This is an optimization exercise on Yosys and OpenROAD, whose aim is small area and a short achievable clock period, not a production implementation. Where RTL was checked, it was by simulation tests only, not by an equivalence proof against the original. Only the layout flow was run in run 3; the RTL was not checked for function there.

==> flow/design.v (outline; a module is shown in full before it is edited, if it fits) <==
// module gardner_ted: 965 lines
// module loop_filter_pi: 311 lines
// module symbol_nco: 32 lines
// module timing_recovery_top: 39 lines
module timing_recovery_top (
  input  logic               clk,
  input  logic               reset_n,
  input  logic [31:0]        sample_i,     
  output logic [31:0]        sym_o,        
  output logic               sym_valid_o,
  output logic [18:0]        err_o,        
  output logic signed [11:0] ctrl_o
);
  // ...
==> flow/flow/run.sh <==
#!/bin/bash
# The standard layout (the standard.sh, unchanged synthesis and steps) with
# two make settings: the timing repair steps aim for 6.6 ns of setup slack
# (SETUP_SLACK_MARGIN=6.6), and every input and output port still gets its own
# buffer, but a buf_1 rather than the default delay buffer (BUFFER_PORTS_ARGS);
# the repair steps resize the ones on critical paths. The make output goes to
# standard_flow.log; each ORFS step also keeps its own log under orfs/logs.
set -euo pipefail
bash standard.sh SETUP_SLACK_MARGIN=6.6 "BUFFER_PORTS_ARGS=-buffer_cell sky130_fd_sc_hd__buf_1" finish > standard_flow.log 2>&1
==> flow/standard.sh <==
#!/bin/bash
# synth_recipe.tcl (not shown) runs the flow's synth.tcl, then flattens the netlist and writes it again
# the make line also repeats each setting of config.mk as NAME=value (left out here)
make -C /OpenROAD-flow-scripts/flow DESIGN_CONFIG=/design/flow/config.mk WORK_HOME=/design/flow/orfs CLKGATE_MAP_FILE= SYNTH_SCRIPT=/design/flow/synth_recipe.tcl "${@:-finish}"
==> flow/config.mk <==
export PLATFORM = sky130hd
export DESIGN_NAME = timing_recovery_top
export DESIGN_NICKNAME = timing_recovery_top
export VERILOG_FILES = /design/flow/design.v
export SDC_FILE = /design/flow/constraint.sdc
export NUM_CORES = 4
export LEC_CHECK = 0
export CAP_MARGIN = 20
export CORE_MARGIN = 2
export CORE_UTILIZATION = 40
export CTS_CLUSTER_DIAMETER = 100
export CTS_CLUSTER_SIZE = 25
export GPL_ROUTABILITY_DRIVEN = 0
export SLEW_MARGIN = 20
==> flow/constraint.sdc <==
create_clock -name core_clock -period 12.0 [get_ports {clk}]
set_input_delay 2.4000 -clock core_clock [delete_from_list [all_inputs] [get_ports {clk}]]
set_output_delay 2.4000 -clock core_clock [all_outputs]
set_load 0.01 [all_outputs]
==> reports/qor.yml, run 1 <==
outcome:
  status: "no timing/DRC/antenna violations"
route:
  finalWirelength_mm: 59.5
  drc: 0
  wl_per_cell_um: 18.9
min_path:
  min_path_type: "reg -> reg"
  whs_endpoint: "u_ted.dline[6][9]"
clock_tree:
  root_buffer: "clkbuf_16"
  post_cts_buffers: 18
  clk_latency_ps: 600
worst_setup_path:
  crit_chain: "ha_4, ha_4, inv_2, fa_2, nor2b_2, o211ai_1, a2bb2oi_2, a31oi_4, o21ai_4, xnor2_4, clkinvlp_4, buf_6"
  cp_slowest_cell: "dfxtp_2"
  start_kind: "register"
  cp.depth: 12
logic_synthesis:
  synth_seq_area_share_pct: 36.6
  ys_warn_count: 4
  synth_compound_area_share_pct: 14.5
  synthCells: 2317
  synthTopCellsByCount: "dfxtp_1, xnor2_1, xor2_1"
final_layout:
  areaGrowthSynthToFinish_pct: 11.2
  buffer_area_share_pct: 3.42
  fill_cells: 5551
  largest_register: "u_ted.dline"
  multi_input_cells: 1634
  regArea_um2: 8810
die:
  num_tap_cells: 773
global_routing:
  grt_pass1_vias: 16900
  grt-ovfl-total: 0
  globalRouteMet1Util_pct: 26.3
==> inputs of run 2 (changes only) <==
--- a/flow/config.mk
+++ b/flow/config.mk
@@ -7,8 +7,7 @@
 export LEC_CHECK = 0
 export CAP_MARGIN = 20
 export CORE_MARGIN = 2
-export CORE_UTILIZATION = 40
+export CORE_UTILIZATION = 50
 export CTS_CLUSTER_DIAMETER = 100
 export CTS_CLUSTER_SIZE = 25
-export GPL_ROUTABILITY_DRIVEN = 0
 export SLEW_MARGIN = 20
==> run 2 against run 1 <==
  * Still clean on timing, DRC and antenna
  * Core utilization is 10 points higher
  * Setup slack barely moved
  * Sequential share of layout area is 0.52 points higher
  * Critical endpoint unchanged
  * Highest routed layer is now met5
==> reports/qor.yml, run 2 <==
logic_synthesis:
  synth_seq_area_share_pct: 36.6  # unchanged
  netlist_area_um2: 24100
  syn_nets: 2599
  ys_ff_latch: 429
  synthTopCellsByArea: "dfxtp_1, fa_1, xnor2_1, ha_1, xor2_1"
  async_flop_share_pct: 0
  synthTopCellsByCount: "dfxtp_1, xnor2_1, xor2_1"
  synthCells: 2317  # unchanged
  ys.flop_type: "dfxtp_1"
  ys_warn_count: 4  # unchanged
  synth_top_area_share_pct: 34.0
  yosysMostFrequentCell: "dfxtp_1"
  synth_edf_count: 21
  ys_types: 84
  synth.avg_cell_area_um2: 10.4
  yosysTopAreaCell: "dfxtp_1"
worst_setup_path:
  path_delay_family: "adder cells"
  worst_r2r_startpoint: "u_ted.t_q[9]"
  cpPeakStageDelay_ps: 350
  crit_buf_inv: 4
  cp_slowest_cell: "fa_2"
  reg2reg_depth: 23
  crit_fanout: 5
  worstPathArrival_ps: 3090
  r2r_end: "u_lf.ctrl_q[5]"
  cp.required_ps: 9600
  cp.depth: 13  # +1
  reg2reg_slack_ps: 6680
  crit_chain: "ha_4, ha_4, inv_2, fa_2, nor2b_2, o211ai_1, a2bb2oi_2, a31oi_4, o21ai_4, xnor2_4, buf_12, inv_6, buf_6"
  critPathKind: "reg -> out"
  cp-end-kind: "output port"
  cp_common_cell: "ha_4"
  start_kind: "register"
final_layout:
  largest_reg_flops: 320
  fill_cells: 4226  # -24%
  drive_gt1_share_pct: 11.0
  regArea_um2: 8810  # about the same
  finish.net_count: 2656
  final_common_cell: "dfxtp_1"
  antenna_cells: 0
  areaGrowthSynthToFinish_pct: 9.55
  final_area_um2: 26400
  final_cell_mix: "dfxtp_1, xnor2_1, xor2_1"
  multi_input_area_um2: 14800
  largest_register: "u_ted.dline"
  reg.largest.list: "u_ted.dline x320, u_ted.t_q x42, u_ted.hp_q x21"
global_routing:
  grt_max_degree: 36
  grt_pass1_wl_mm: 93.0
  grt_pass1_vias: 16400  # -2.9%
  antenna_found_initial: 0
  grt_usage_pct: 23.8
  grt-ovfl-total: 0  # unchanged
placement:
  globalplace.congestion: 0.883
  placed_cell_area_um2: 25000
  pre_cts_ws_ps: 5840
  port_buffers: 97
  dp.final_hpwl_mm: 45.2
route:
  finalWirelength_mm: 59.8  # +0.35%
  initialDrtViolationCount: 1415
  drtPass1Iterations: 6
  vias: 16900
  wl_per_cell_um: 20.0  # +5.7%
  drc: 0  # unchanged
  vias_per_cell: 5.65
  ant_nets: 0
die:
  die_area_um2: 49900
  core_um2: 47600
  die_h_um: 223
  start_util_pct: 50.5
  num_io_pins: 98
  die_w_um: 223
  rows: 80
min_path:
  min_path_type: "reg -> reg"
  whs_endpoint: "u_ted.dline[8][2]"
  hold_path.startpoint: "u_ted.dline[7][2]"
  hold_depth: 0
clock_tree:
  cts-htree-levels: 1
  cts_buffers: 21
  clk_latency_ps: 560  # -40 ps
  clk_pin_slew_worst_paths_ps: 100
  clk_path_buf_depth: 3
  cts_tree: "built"
  cts.sinks: 429
  root_buffer: "clkbuf_16"
timing:
  slew_violations: 0
  slew_headroom_pct: 28.5
  finalWorstSetupSlack_ps: 6510
  rsz0062_at_grt: "true"
  tns_ps: 0
  hold_viol: 0
  worst_pin_slew_ps: 1070
  fin_crit_ps: 5490
  timing.final.crit_share_pct: 45.8
  fin_skew_ps: 31.3
  whs_ps: 317
  fmax_mhz: 182
  report.final.setup_viol: 0
outcome:
  status: "no timing/DRC/antenna violations"
run:
  cap_viol_max_count: 0
-- run 2: logic make-up (layout without fill, tap and decap cells) --
family	count (synthesis)	after routing	share of synthesized area (%)
adders and majority gates	308	308	19.1
DFF	429	429	36.6
and+or+nand+nor	315	315	6.51
AOI/OAI and AO/OA	507	509	14.5
muxes	66	66	2.80
xor gates and xnor gates	437	437	16.1
buffers and inverters	255	315	4.35
-- run 2: worst max-delay path by stage --
stage | startpoint | endpoint | slack [ps]
after detailed placement | sample_i[17] | u_ted.t_q[26] | 5840
after global routing | u_ted.t_q[15] | err_o[18] | 6380
after CTS | u_ted.t_q[19] | err_o[18] | 6520
after floorplan | sample_i[19] | u_ted.t_q[41] | 6560
after global placement | sample_i[19] | u_ted.t_q[41] | 5880
final | u_ted.t_q[9] | err_o[18] | 6510
-- run 2: per-layer routing --
metal | wire [um] | global-route usage (%) | up-vias
met1 | 27700 | 33.5 | 8226
met5 | 62 | 0.978 | -
met3 | 3720 | 3.95 | 80
li1 | - | - | 8066
met2 | 26800 | 38.2 | 544
met4 | 1470 | 5.51 | 2
-- run 2: metrics by stage --
stage | utilization [%] | cells
floorplan | - | 2317
global placement | 52.5 | 2929
global route | 55.3 | 2994
detailed placement | 52.5 | 2929
CTS | 54.4 | 2978
finish | 55.3 | 2994
-- run 2: repair_timing --
action                                  CTS  global route
gates cloned                              2             1
hold buffers                              0             0
pin swaps                                13            18
endpoints found under the setup margin   44            39
gates resized for setup                  57            84
setup buffers                            19            14
-- run 2: worst register-to-register path, cell delays in order (launching register included) --
cell	delay [ps]
dfxtp_2	340
ha_4	270
ha_4	130
inv_2	40
fa_2	350
nor2b_2	130
o211ai_1	170
a2bb2oi_2	230
a31oi_4	120
buf_4	170
xnor2_2	120
buf_6	130
buf_4	160
fa_1	460
ha_1	250
nor4_1	250
o21ai_1	190
and3_1	200
or3_1	400
a2111oi_4	450
o22ai_4	180
a21oi_1	170
a211oi_1	70
a211o_1	240
-- run 2: cell type report --
cell class                 count  share of cell area [%]
clock buffer                  24                    2.04
inverter                     124                    1.81
tap                          615                    2.92
multi-input combinational   1635                    56.1
timing repair buffer         163                    3.64
clock inverter                 4                  0.0997
sequential                   429                    33.4
==> module loop_filter_pi, before the edit <==
module loop_filter_pi (
  input  logic               clk,
  input  logic               reset_n,
  input  logic [18:0]        err_i,    
  output logic signed [11:0] ctrl_o
);
  logic [17:0] err;
  logic [14:0] a15, b15, i15;       
  logic [11:0] integ, ctrl_q;
  assign err = err_i[18:1];
  assign a15 = {{5{err[17]}}, err[17:8]};
  assign b15 = {err[17], err[17:4]};
  assign i15 = {{3{integ[11]}}, integ};
  logic [12:0] isum, isum_a, isum_b, isum_x;
  assign isum_a = a15[12:0];
  assign isum_b = i15[12:0];
  assign isum_x = isum_a ^ isum_b;
  logic [13:0] isum_g0, isum_p0;
  assign isum_g0 = {isum_a & isum_b, 1'b0};
  assign isum_p0 = {isum_x, 1'b0};
  logic [13:0] isum_g1, isum_p1;
  assign isum_g1[0] = isum_g0[0];
  assign isum_p1[0] = isum_p0[0];
  assign isum_g1[1] = isum_g0[1] | (isum_p0[1] & isum_g0[0]);
  assign isum_p1[1] = isum_p0[1] & isum_p0[0];
  assign isum_g1[2] = isum_g0[2] | (isum_p0[2] & isum_g0[1]);
  assign isum_p1[2] = isum_p0[2] & isum_p0[1];
  assign isum_g1[3] = isum_g0[3] | (isum_p0[3] & isum_g0[2]);
  assign isum_p1[3] = isum_p0[3] & isum_p0[2];
  assign isum_g1[4] = isum_g0[4] | (isum_p0[4] & isum_g0[3]);
  assign isum_p1[4] = isum_p0[4] & isum_p0[3];
  assign isum_g1[5] = isum_g0[5] | (isum_p0[5] & isum_g0[4]);
  assign isum_p1[5] = isum_p0[5] & isum_p0[4];
  assign isum_g1[6] = isum_g0[6] | (isum_p0[6] & isum_g0[5]);
  assign isum_p1[6] = isum_p0[6] & isum_p0[5];
  assign isum_g1[7] = isum_g0[7] | (isum_p0[7] & isum_g0[6]);
  assign isum_p1[7] = isum_p0[7] & isum_p0[6];
  assign isum_g1[8] = isum_g0[8] | (isum_p0[8] & isum_g0[7]);
  assign isum_p1[8] = isum_p0[8] & isum_p0[7];
  assign isum_g1[9] = isum_g0[9] | (isum_p0[9] & isum_g0[8]);
  assign isum_p1[9] = isum_p0[9] & isum_p0[8];
  assign isum_g1[10] = isum_g0[10] | (isum_p0[10] & isum_g0[9]);
  assign isum_p1[10] = isum_p0[10] & isum_p0[9];
  assign isum_g1[11] = isum_g0[11] | (isum_p0[11] & isum_g0[10]);
  assign isum_p1[11] = isum_p0[11] & isum_p0[10];
  assign isum_g1[12] = isum_g0[12] | (isum_p0[12] & isum_g0[11]);
  assign isum_p1[12] = isum_p0[12] & isum_p0[11];
  assign isum_g1[13] = isum_g0[13] | (isum_p0[13] & isum_g0[12]);
  assign isum_p1[13] = isum_p0[13] & isum_p0[12];
  logic [13:0] isum_g2, isum_p2;
  assign isum_g2[0] = isum_g1[0];
  assign isum_p2[0] = isum_p1[0];
  assign isum_g2[1] = isum_g1[1];
  assign isum_p2[1] = isum_p1[1];
  assign isum_g2[2] = isum_g1[2] | (isum_p1[2] & isum_g1[0]);
  assign isum_p2[2] = isum_p1[2] & isum_p1[0];
  assign isum_g2[3] = isum_g1[3] | (isum_p1[3] & isum_g1[1]);
  assign isum_p2[3] = isum_p1[3] & isum_p1[1];
  assign isum_g2[4] = isum_g1[4] | (isum_p1[4] & isum_g1[2]);
  assign isum_p2[4] = isum_p1[4] & isum_p1[2];
  assign isum_g2[5] = isum_g1[5] | (isum_p1[5] & isum_g1[3]);
  assign isum_p2[5] = isum_p1[5] & isum_p1[3];
  assign isum_g2[6] = isum_g1[6] | (isum_p1[6] & isum_g1[4]);
  assign isum_p2[6] = isum_p1[6] & isum_p1[4];
  assign isum_g2[7] = isum_g1[7] | (isum_p1[7] & isum_g1[5]);
  assign isum_p2[7] = isum_p1[7] & isum_p1[5];
  assign isum_g2[8] = isum_g1[8] | (isum_p1[8] & isum_g1[6]);
  assign isum_p2[8] = isum_p1[8] & isum_p1[6];
  assign isum_g2[9] = isum_g1[9] | (isum_p1[9] & isum_g1[7]);
  assign isum_p2[9] = isum_p1[9] & isum_p1[7];
  assign isum_g2[10] = isum_g1[10] | (isum_p1[10] & isum_g1[8]);
  assign isum_p2[10] = isum_p1[10] & isum_p1[8];
  assign isum_g2[11] = isum_g1[11] | (isum_p1[11] & isum_g1[9]);
  assign isum_p2[11] = isum_p1[11] & isum_p1[9];
  assign isum_g2[12] = isum_g1[12] | (isum_p1[12] & isum_g1[10]);
  assign isum_p2[12] = isum_p1[12] & isum_p1[10];
  assign isum_g2[13] = isum_g1[13] | (isum_p1[13] & isum_g1[11]);
  assign isum_p2[13] = isum_p1[13] & isum_p1[11];
  logic [13:0] isum_g3, isum_p3;
  assign isum_g3[0] = isum_g2[0];
  assign isum_p3[0] = isum_p2[0];
  assign isum_g3[1] = isum_g2[1];
  assign isum_p3[1] = isum_p2[1];
  assign isum_g3[2] = isum_g2[2];
  assign isum_p3[2] = isum_p2[2];
  assign isum_g3[3] = isum_g2[3];
  assign isum_p3[3] = isum_p2[3];
  assign isum_g3[4] = isum_g2[4] | (isum_p2[4] & isum_g2[0]);
  assign isum_p3[4] = isum_p2[4] & isum_p2[0];
  assign isum_g3[5] = isum_g2[5] | (isum_p2[5] & isum_g2[1]);
  assign isum_p3[5] = isum_p2[5] & isum_p2[1];
  assign isum_g3[6] = isum_g2[6] | (isum_p2[6] & isum_g2[2]);
  assign isum_p3[6] = isum_p2[6] & isum_p2[2];
  assign isum_g3[7] = isum_g2[7] | (isum_p2[7] & isum_g2[3]);
  assign isum_p3[7] = isum_p2[7] & isum_p2[3];
  assign isum_g3[8] = isum_g2[8] | (isum_p2[8] & isum_g2[4]);
  assign isum_p3[8] = isum_p2[8] & isum_p2[4];
  assign isum_g3[9] = isum_g2[9] | (isum_p2[9] & isum_g2[5]);
  assign isum_p3[9] = isum_p2[9] & isum_p2[5];
  assign isum_g3[10] = isum_g2[10] | (isum_p2[10] & isum_g2[6]);
  assign isum_p3[10] = isum_p2[10] & isum_p2[6];
  assign isum_g3[11] = isum_g2[11] | (isum_p2[11] & isum_g2[7]);
  assign isum_p3[11] = isum_p2[11] & isum_p2[7];
  assign isum_g3[12] = isum_g2[12] | (isum_p2[12] & isum_g2[8]);
  assign isum_p3[12] = isum_p2[12] & isum_p2[8];
  assign isum_g3[13] = isum_g2[13] | (isum_p2[13] & isum_g2[9]);
  assign isum_p3[13] = isum_p2[13] & isum_p2[9];
  logic [13:0] isum_g4, isum_p4;
  assign isum_g4[0] = isum_g3[0];
  assign isum_p4[0] = isum_p3[0];
  assign isum_g4[1] = isum_g3[1];
  assign isum_p4[1] = isum_p3[1];
  assign isum_g4[2] = isum_g3[2];
  assign isum_p4[2] = isum_p3[2];
  assign isum_g4[3] = isum_g3[3];
  assign isum_p4[3] = isum_p3[3];
  assign isum_g4[4] = isum_g3[4];
  assign isum_p4[4] = isum_p3[4];
  assign isum_g4[5] = isum_g3[5];
  assign isum_p4[5] = isum_p3[5];
  assign isum_g4[6] = isum_g3[6];
  assign isum_p4[6] = isum_p3[6];
  assign isum_g4[7] = isum_g3[7];
  assign isum_p4[7] = isum_p3[7];
  assign isum_g4[8] = isum_g3[8] | (isum_p3[8] & isum_g3[0]);
  assign isum_p4[8] = isum_p3[8] & isum_p3[0];
  assign isum_g4[9] = isum_g3[9] | (isum_p3[9] & isum_g3[1]);
  assign isum_p4[9] = isum_p3[9] & isum_p3[1];
  assign isum_g4[10] = isum_g3[10] | (isum_p3[10] & isum_g3[2]);
  assign isum_p4[10] = isum_p3[10] & isum_p3[2];
  assign isum_g4[11] = isum_g3[11] | (isum_p3[11] & isum_g3[3]);
  assign isum_p4[11] = isum_p3[11] & isum_p3[3];
  assign isum_g4[12] = isum_g3[12] | (isum_p3[12] & isum_g3[4]);
  assign isum_p4[12] = isum_p3[12] & isum_p3[4];
  assign isum_g4[13] = isum_g3[13] | (isum_p3[13] & isum_g3[5]);
  assign isum_p4[13] = isum_p3[13] & isum_p3[5];
  assign isum = isum_x ^ isum_g4[12:0];
  logic ovp, ovn;
  assign ovp = ~isum[12] &  isum[11];
  assign ovn =  isum[12] & ~isum[11];
  logic [11:0] integ_nxt;
  assign integ_nxt = ovp ? 12'h7ff : ovn ? 12'h800 : isum[11:0];
  logic [14:0] cs_s, cs_c;
  assign cs_s = a15 ^ b15 ^ i15;
  assign cs_c = (a15 & b15) | (a15 & i15) | (b15 & i15);
  logic [14:0] ysum, ysum_a, ysum_b, ysum_x;
  assign ysum_a = cs_s;
  assign ysum_b = {cs_c[13:0], 1'b0};
  assign ysum_x = ysum_a ^ ysum_b;
  logic [15:0] ysum_g0, ysum_p0;
  assign ysum_g0 = {ysum_a & ysum_b, 1'b0};
  assign ysum_p0 = {ysum_x, 1'b0};
  logic [15:0] ysum_g1, ysum_p1;
  assign ysum_g1[0] = ysum_g0[0];
  assign ysum_p1[0] = ysum_p0[0];
  assign ysum_g1[1] = ysum_g0[1] | (ysum_p0[1] & ysum_g0[0]);
  assign ysum_p1[1] = ysum_p0[1] & ysum_p0[0];
  assign ysum_g1[2] = ysum_g0[2] | (ysum_p0[2] & ysum_g0[1]);
  assign ysum_p1[2] = ysum_p0[2] & ysum_p0[1];
  assign ysum_g1[3] = ysum_g0[3] | (ysum_p0[3] & ysum_g0[2]);
  assign ysum_p1[3] = ysum_p0[3] & ysum_p0[2];
  assign ysum_g1[4] = ysum_g0[4] | (ysum_p0[4] & ysum_g0[3]);
  assign ysum_p1[4] = ysum_p0[4] & ysum_p0[3];
  assign ysum_g1[5] = ysum_g0[5] | (ysum_p0[5] & ysum_g0[4]);
  assign ysum_p1[5] = ysum_p0[5] & ysum_p0[4];
  assign ysum_g1[6] = ysum_g0[6] | (ysum_p0[6] & ysum_g0[5]);
  assign ysum_p1[6] = ysum_p0[6] & ysum_p0[5];
  assign ysum_g1[7] = ysum_g0[7] | (ysum_p0[7] & ysum_g0[6]);
  assign ysum_p1[7] = ysum_p0[7] & ysum_p0[6];
  assign ysum_g1[8] = ysum_g0[8] | (ysum_p0[8] & ysum_g0[7]);
  assign ysum_p1[8] = ysum_p0[8] & ysum_p0[7];
  assign ysum_g1[9] = ysum_g0[9] | (ysum_p0[9] & ysum_g0[8]);
  assign ysum_p1[9] = ysum_p0[9] & ysum_p0[8];
  assign ysum_g1[10] = ysum_g0[10] | (ysum_p0[10] & ysum_g0[9]);
  assign ysum_p1[10] = ysum_p0[10] & ysum_p0[9];
  assign ysum_g1[11] = ysum_g0[11] | (ysum_p0[11] & ysum_g0[10]);
  assign ysum_p1[11] = ysum_p0[11] & ysum_p0[10];
  assign ysum_g1[12] = ysum_g0[12] | (ysum_p0[12] & ysum_g0[11]);
  assign ysum_p1[12] = ysum_p0[12] & ysum_p0[11];
  assign ysum_g1[13] = ysum_g0[13] | (ysum_p0[13] & ysum_g0[12]);
  assign ysum_p1[13] = ysum_p0[13] & ysum_p0[12];
  assign ysum_g1[14] = ysum_g0[14] | (ysum_p0[14] & ysum_g0[13]);
  assign ysum_p1[14] = ysum_p0[14] & ysum_p0[13];
  assign ysum_g1[15] = ysum_g0[15] | (ysum_p0[15] & ysum_g0[14]);
  assign ysum_p1[15] = ysum_p0[15] & ysum_p0[14];
  logic [15:0] ysum_g2, ysum_p2;
  assign ysum_g2[0] = ysum_g1[0];
  assign ysum_p2[0] = ysum_p1[0];
  assign ysum_g2[1] = ysum_g1[1];
  assign ysum_p2[1] = ysum_p1[1];
  assign ysum_g2[2] = ysum_g1[2] | (ysum_p1[2] & ysum_g1[0]);
  assign ysum_p2[2] = ysum_p1[2] & ysum_p1[0];
  assign ysum_g2[3] = ysum_g1[3] | (ysum_p1[3] & ysum_g1[1]);
  assign ysum_p2[3] = ysum_p1[3] & ysum_p1[1];
  assign ysum_g2[4] = ysum_g1[4] | (ysum_p1[4] & ysum_g1[2]);
  assign ysum_p2[4] = ysum_p1[4] & ysum_p1[2];
  assign ysum_g2[5] = ysum_g1[5] | (ysum_p1[5] & ysum_g1[3]);
  assign ysum_p2[5] = ysum_p1[5] & ysum_p1[3];
  assign ysum_g2[6] = ysum_g1[6] | (ysum_p1[6] & ysum_g1[4]);
  assign ysum_p2[6] = ysum_p1[6] & ysum_p1[4];
  assign ysum_g2[7] = ysum_g1[7] | (ysum_p1[7] & ysum_g1[5]);
  assign ysum_p2[7] = ysum_p1[7] & ysum_p1[5];
  assign ysum_g2[8] = ysum_g1[8] | (ysum_p1[8] & ysum_g1[6]);
  assign ysum_p2[8] = ysum_p1[8] & ysum_p1[6];
  assign ysum_g2[9] = ysum_g1[9] | (ysum_p1[9] & ysum_g1[7]);
  assign ysum_p2[9] = ysum_p1[9] & ysum_p1[7];
  assign ysum_g2[10] = ysum_g1[10] | (ysum_p1[10] & ysum_g1[8]);
  assign ysum_p2[10] = ysum_p1[10] & ysum_p1[8];
  assign ysum_g2[11] = ysum_g1[11] | (ysum_p1[11] & ysum_g1[9]);
  assign ysum_p2[11] = ysum_p1[11] & ysum_p1[9];
  assign ysum_g2[12] = ysum_g1[12] | (ysum_p1[12] & ysum_g1[10]);
  assign ysum_p2[12] = ysum_p1[12] & ysum_p1[10];
  assign ysum_g2[13] = ysum_g1[13] | (ysum_p1[13] & ysum_g1[11]);
  assign ysum_p2[13] = ysum_p1[13] & ysum_p1[11];
  assign ysum_g2[14] = ysum_g1[14] | (ysum_p1[14] & ysum_g1[12]);
  assign ysum_p2[14] = ysum_p1[14] & ysum_p1[12];
  assign ysum_g2[15] = ysum_g1[15] | (ysum_p1[15] & ysum_g1[13]);
  assign ysum_p2[15] = ysum_p1[15] & ysum_p1[13];
  logic [15:0] ysum_g3, ysum_p3;
  assign ysum_g3[0] = ysum_g2[0];
  assign ysum_p3[0] = ysum_p2[0];
  assign ysum_g3[1] = ysum_g2[1];
  assign ysum_p3[1] = ysum_p2[1];
  assign ysum_g3[2] = ysum_g2[2];
  assign ysum_p3[2] = ysum_p2[2];
  assign ysum_g3[3] = ysum_g2[3];
  assign ysum_p3[3] = ysum_p2[3];
  assign ysum_g3[4] = ysum_g2[4] | (ysum_p2[4] & ysum_g2[0]);
  assign ysum_p3[4] = ysum_p2[4] & ysum_p2[0];
  assign ysum_g3[5] = ysum_g2[5] | (ysum_p2[5] & ysum_g2[1]);
  assign ysum_p3[5] = ysum_p2[5] & ysum_p2[1];
  assign ysum_g3[6] = ysum_g2[6] | (ysum_p2[6] & ysum_g2[2]);
  assign ysum_p3[6] = ysum_p2[6] & ysum_p2[2];
  assign ysum_g3[7] = ysum_g2[7] | (ysum_p2[7] & ysum_g2[3]);
  assign ysum_p3[7] = ysum_p2[7] & ysum_p2[3];
  assign ysum_g3[8] = ysum_g2[8] | (ysum_p2[8] & ysum_g2[4]);
  assign ysum_p3[8] = ysum_p2[8] & ysum_p2[4];
  assign ysum_g3[9] = ysum_g2[9] | (ysum_p2[9] & ysum_g2[5]);
  assign ysum_p3[9] = ysum_p2[9] & ysum_p2[5];
  assign ysum_g3[10] = ysum_g2[10] | (ysum_p2[10] & ysum_g2[6]);
  assign ysum_p3[10] = ysum_p2[10] & ysum_p2[6];
  assign ysum_g3[11] = ysum_g2[11] | (ysum_p2[11] & ysum_g2[7]);
  assign ysum_p3[11] = ysum_p2[11] & ysum_p2[7];
  assign ysum_g3[12] = ysum_g2[12] | (ysum_p2[12] & ysum_g2[8]);
  assign ysum_p3[12] = ysum_p2[12] & ysum_p2[8];
  assign ysum_g3[13] = ysum_g2[13] | (ysum_p2[13] & ysum_g2[9]);
  assign ysum_p3[13] = ysum_p2[13] & ysum_p2[9];
  assign ysum_g3[14] = ysum_g2[14] | (ysum_p2[14] & ysum_g2[10]);
  assign ysum_p3[14] = ysum_p2[14] & ysum_p2[10];
  assign ysum_g3[15] = ysum_g2[15] | (ysum_p2[15] & ysum_g2[11]);
  assign ysum_p3[15] = ysum_p2[15] & ysum_p2[11];
  logic [15:0] ysum_g4, ysum_p4;
  assign ysum_g4[0] = ysum_g3[0];
  assign ysum_p4[0] = ysum_p3[0];
  assign ysum_g4[1] = ysum_g3[1];
  assign ysum_p4[1] = ysum_p3[1];
  assign ysum_g4[2] = ysum_g3[2];
  assign ysum_p4[2] = ysum_p3[2];
  assign ysum_g4[3] = ysum_g3[3];
  assign ysum_p4[3] = ysum_p3[3];
  assign ysum_g4[4] = ysum_g3[4];
  assign ysum_p4[4] = ysum_p3[4];
  assign ysum_g4[5] = ysum_g3[5];
  assign ysum_p4[5] = ysum_p3[5];
  assign ysum_g4[6] = ysum_g3[6];
  assign ysum_p4[6] = ysum_p3[6];
  assign ysum_g4[7] = ysum_g3[7];
  assign ysum_p4[7] = ysum_p3[7];
  assign ysum_g4[8] = ysum_g3[8] | (ysum_p3[8] & ysum_g3[0]);
  assign ysum_p4[8] = ysum_p3[8] & ysum_p3[0];
  assign ysum_g4[9] = ysum_g3[9] | (ysum_p3[9] & ysum_g3[1]);
  assign ysum_p4[9] = ysum_p3[9] & ysum_p3[1];
  assign ysum_g4[10] = ysum_g3[10] | (ysum_p3[10] & ysum_g3[2]);
  assign ysum_p4[10] = ysum_p3[10] & ysum_p3[2];
  assign ysum_g4[11] = ysum_g3[11] | (ysum_p3[11] & ysum_g3[3]);
  assign ysum_p4[11] = ysum_p3[11] & ysum_p3[3];
  assign ysum_g4[12] = ysum_g3[12] | (ysum_p3[12] & ysum_g3[4]);
  assign ysum_p4[12] = ysum_p3[12] & ysum_p3[4];
  assign ysum_g4[13] = ysum_g3[13] | (ysum_p3[13] & ysum_g3[5]);
  assign ysum_p4[13] = ysum_p3[13] & ysum_p3[5];
  assign ysum_g4[14] = ysum_g3[14] | (ysum_p3[14] & ysum_g3[6]);
  assign ysum_p4[14] = ysum_p3[14] & ysum_p3[6];
  assign ysum_g4[15] = ysum_g3[15] | (ysum_p3[15] & ysum_g3[7]);
  assign ysum_p4[15] = ysum_p3[15] & ysum_p3[7];
  assign ysum = ysum_x ^ ysum_g4[14:0];
  function automatic logic [11:0] sat12(input logic [14:0] x);
    if (!x[14] && (x[13:11] != 3'b000))      sat12 = 12'h7ff;
    else if (x[14] && (x[13:11] != 3'b111))  sat12 = 12'h800;
    else                                     sat12 = x[11:0];
  endfunction
  logic [11:0] zdec, zs, ws;
  logic        bpos, bneg4k, bge4k;
  assign zdec   = b15[11:0] - 12'd1;
  assign bpos   = ~b15[14] & (b15[13:0] != 14'd0);
  assign bneg4k = b15[14] & (b15[13:12] != 2'b11);
  assign zs     = bpos ? 12'h7ff : bneg4k ? 12'h800 : zdec;
  assign bge4k  = ~b15[14] & (b15[13:12] != 2'b00);
  assign ws     = bge4k ? 12'h7ff : b15[14] ? 12'h800 : {~b15[11], b15[10:0]};
  logic [11:0] ctrl_nxt;
  assign ctrl_nxt = ovp ? zs : ovn ? ws : sat12(ysum);
  always_ff @(posedge clk) begin
    if (!reset_n) begin
      integ  <= '0;
      ctrl_q <= '0;
    end else if (err_i[0]) begin
      integ  <= integ_nxt;
      ctrl_q <= ctrl_nxt;
    end
  end
  assign ctrl_o = ctrl_q;
endmodule
==> inputs of run 3 (changes only) <==
--- a/flow/design.v
+++ b/flow/design.v
@@ -1110,9 +1110,10 @@
   assign ovn =  isum[12] & ~isum[11];
   logic [11:0] integ_nxt;
   assign integ_nxt = ovp ? 12'h7ff : ovn ? 12'h800 : isum[11:0];
-  logic [14:0] cs_s, cs_c;
-  assign cs_s = a15 ^ b15 ^ i15;
-  assign cs_c = (a15 & b15) | (a15 & i15) | (b15 & i15);
+  logic [14:0] cs_s, cs_c, cs_t;
+  assign cs_t = a15 ^ b15;
+  assign cs_s = cs_t ^ i15;
+  always_comb for (int k = 0; k < 15; k++) cs_c[k] = cs_t[k] ? i15[k] : a15[k];
   logic [14:0] ysum, ysum_a, ysum_b, ysum_x;
   assign ysum_a = cs_s;
   assign ysum_b = {cs_c[13:0], 1'b0};
--- a/flow/config.mk
+++ b/flow/config.mk
@@ -7,7 +7,7 @@
 export LEC_CHECK = 0
 export CAP_MARGIN = 20
 export CORE_MARGIN = 2
-export CORE_UTILIZATION = 50
+export CORE_UTILIZATION = 40
 export CTS_CLUSTER_DIAMETER = 100
 export CTS_CLUSTER_SIZE = 25
 export SLEW_MARGIN = 20
==> run 3 against run 2 <==
  * Critical path type unchanged
  * Final cell count increased by 6.7%
  * Register-to-register slack worse by 20 ps
  * Count of clock-buffer cells in the layout rose by 6
  * Worst hold slack better by 7.6 ps
  * Still clean on timing, DRC and antenna
==> reports/qor.yml, run 3 <==
placement:
  placed_cell_area_um2: 25100  # +0.36%
  port_buffers: 97  # unchanged
  pre_cts_ws_ps: 5640  # -203 ps
  globalplace.congestion: 0.908  # +2.8%
  dp.final_hpwl_mm: 47.8  # +5.6%
die:
  start_util_pct: 40.5  # -10 points
  rows: 89  # +11%
  die_w_um: 249  # +11%
  die_area_um2: 61800  # +24%
  core_um2: 59000  # +24%
  num_io_pins: 98  # unchanged
  die_h_um: 249  # +11%
worst_setup_path:
  cp_slowest_cell: "fa_2"
  crit_fanout: 4  # -1
  worstPathArrival_ps: 3030  # -60 ps
  cp.required_ps: 9600  # about the same
  cpPeakStageDelay_ps: 350  # about the same
  cp-end-kind: "output port"
  critPathKind: "reg -> out"
  reg2reg_slack_ps: 6660  # -20 ps
  crit_chain: "ha_4, ha_4, inv_2, fa_2, nand2b_4, a21oi_4, o211ai_1, a32oi_2, xnor2_1, buf_6, buf_12, buf_6"
  start_kind: "register"
clock_tree:
  clk_path_buf_depth: 3  # unchanged
  cts.sinks: 429  # unchanged
  cts_buffers: 26  # +24%
  cts-htree-levels: 1  # unchanged
  clk_latency_ps: 580  # +20 ps
  hold_buffers: 0  # unchanged
  cts_tree: "built"
  clk_pin_slew_worst_paths_ps: 90  # about the same
  root_buffer: "clkbuf_16"
route:
  initialDrtViolationCount: 1124  # -21%
  drtPass1Iterations: 5  # -1
  finalWirelength_mm: 64.2  # +7.4%
  wl_per_cell_um: 20.1  # +0.63%
  vias_per_cell: 5.40  # -4.4%
  drc: 0  # unchanged
  ant_nets: 0  # unchanged
  vias: 17300  # +2.1%
timing:
  fin_skew_ps: 27.4  # -3.91 ps
  fin_crit_ps: 5430  # -64.8 ps
  rsz0062_at_grt: "true"
  worst_pin_slew_ps: 1040  # -31.6 ps
  report.final.setup_viol: 0  # unchanged
  fmax_mhz: 184  # +1.2%
  whs_ps: 325  # +7.59 ps
  slew_violations: 0  # unchanged
  hold_viol: 0  # unchanged
  timing.final.crit_share_pct: 45.2  # -0.54 points
  finalWorstSetupSlack_ps: 6570  # +64.8 ps
  slew_headroom_pct: 30.4  # +1.9 points
  tns_ps: 0  # unchanged
logic_synthesis:
  ys.flop_type: "dfxtp_1"
  ys_warn_count: 4  # unchanged
  synthTopCellsByArea: "dfxtp_1, xnor2_1, fa_1, ha_1, xor2_1"
  yosysTopAreaCell: "dfxtp_1"
  async_flop_share_pct: 0  # unchanged
  ys_ff_latch: 429  # unchanged
  synthTopCellsByCount: "dfxtp_1, xnor2_1, a22oi_1"
  synth_seq_area_share_pct: 36.8  # +0.21 points
  synthCells: 2328  # +0.47%
  yosysMostFrequentCell: "dfxtp_1"
  ys_types: 72  # -14%
  synth.avg_cell_area_um2: 10.3  # -1.0%
  synth_edf_count: 21  # unchanged
  syn_nets: 2599  # unchanged
  netlist_area_um2: 23900  # -0.58%
  synth_top_area_share_pct: 34.1  # +0.20 points
final_layout:
  final_area_um2: 26900  # +2.1%
  largest_register: "u_ted.dline"
  antenna_cells: 0  # unchanged
  reg.largest.list: "u_ted.dline x320, u_ted.t_q x42, u_ted.hp_q x21"
  final_common_cell: "dfxtp_1"
  finish.net_count: 2682  # +0.98%
  drive_gt1_share_pct: 11.8  # +0.79 points
  areaGrowthSynthToFinish_pct: 12.5
  largest_reg_flops: 320  # unchanged
  final_cell_mix: "dfxtp_1, xnor2_1, xor2_1"
global_routing:
  antenna_found_initial: 0  # unchanged
  grt_usage_pct: 20.4  # -3.4 points
  grt_pass1_vias: 17100  # +4.4%
  grt_pass1_wl_mm: 100  # +8.0%
  grt_max_degree: 38  # +5.6%
  use_met3_pct: 2.45  # -1.5 points
  top_usage_layer: "met2"
  grt-ovfl-total: 0  # unchanged
  globalRouteMet1Util_pct: 28.6  # -4.8 points
  met2_usage_pct: 32.8  # -5.4 points
min_path:
  min_path_type: "reg -> reg"
run:
  cap_viol_max_count: 0  # unchanged
outcome:
  status: "no timing/DRC/antenna violations"
run 3: per-layer routing:
layer  wire length [um]  vias up
met1              29500     8487
met3               3550      100
li1                   -     8143
met5                  0        -
met4               1800        0
met2              29300      535
run 3: path summary, 6_finish.rpt:
path	cells after the start	startpoint	to
setup reg to reg	23	u_ted.t_q[9]	u_lf.ctrl_q[5]
setup / recovery	12	u_ted.t_q[9]	err_o[18]
hold reg to reg	0	u_ted.dline[6][17]	u_ted.dline[7][17]
hold / removal	0	u_ted.dline[6][17]	u_ted.dline[7][17]
run 3: through the flow:
| stage | std cells | utilization [%] |
|---|---|---|
| final | 3196 | 45.6 |
| after global routing | 3196 | 45.6 |
| after CTS | 3176 | 45.1 |
| after detailed placement | 3103 | 42.5 |
| after global placement | 3103 | 42.5 |
| after floorplan | 2328 | - |
run 3: area by class of cell:
type | instances | area [um2]
sequential | 429 | 8800
timing repair buffer | 184 | 1150
tap | 773 | 967
clock buffer | 30 | 697
fill | 5563 | 32100
inverter | 129 | 499
clock inverter | 10 | 194
multi-input combinational | 1641 | 14600
run 3: timing repair:
item,CTS,global route
gates cloned,1,0
gates resized for setup,90,89
pin swaps,22,22
buffers inserted,32,20
setup endpoints to repair,40,37
endpoints found under the hold margin,0,0
run 3: cells by family (layout without fill, tap and decap cells):
kind of cell             Yosys count  count (layout)  share of synthesized area, %
AO/OA/AOI/OAI                    484             485                          13.8
XOR/XNOR                         455             455                          16.7
flip-flops                       429             429                          36.8
AND/OR/NAND/NOR                  318             318                          6.30
adder cells (fa/ha/maj)          315             315                          19.1
buffers and inverters            259             353                          4.39
multiplexers                      68              68                          2.90
run 3: critical path: cells and delay by family (launching register included):
| kind | cells | cell delay, ps |
|---|---|---|
| buffers and inverters | 4 | 390 |
| xor gates and xnor gates | 1 | 170 |
| DFF | 1 | 340 |
| and+or+nand+nor | 1 | 170 |
| adders and majority gates | 3 | 760 |
| AOI/OAI and AO/OA | 3 | 630 |

==> afterwards: timing with drivers on the ports <==
In the flow no input, the clock included, has a driving cell. The finished layouts below were timed again as built, in two steps. Step 1: set_driving_cell puts a clkbuf_16 on clk and a buf_2 on each other input, an assumption about the parent block. Step 2 moves the port delays by t, midway between the first and last clock arrival at a register: inputs arrive t later, outputs are due t later. That takes back most of the time a late clock gives input paths. Slacks: ideal / step 1 / step 2; pairs: ideal / step 1.
run	shift t [ns]	slack for setup (ns)	hold slack, ns	latest minus earliest clock arrival (ns)	slew at the worst register clock pin (ns)
run 1	0.643	6.509 / 6.451 / 6.094	0.321 / 0.321 / 0.321	0.035 / 0.035	0.10 / 0.10
run 2	0.602	6.509 / 6.454 / 6.122	0.317 / 0.317 / 0.317	0.034 / 0.034	0.10 / 0.10
run 3	0.631	6.574 / 6.513 / 6.169	0.325 / 0.325 / 0.325	0.028 / 0.028	0.10 / 0.10
After both steps setup and hold are still met in every run listed. For run 1, which loses most, drivers alone change the setup slack by -0.058 ns; drivers and shift together by -0.415 ns.
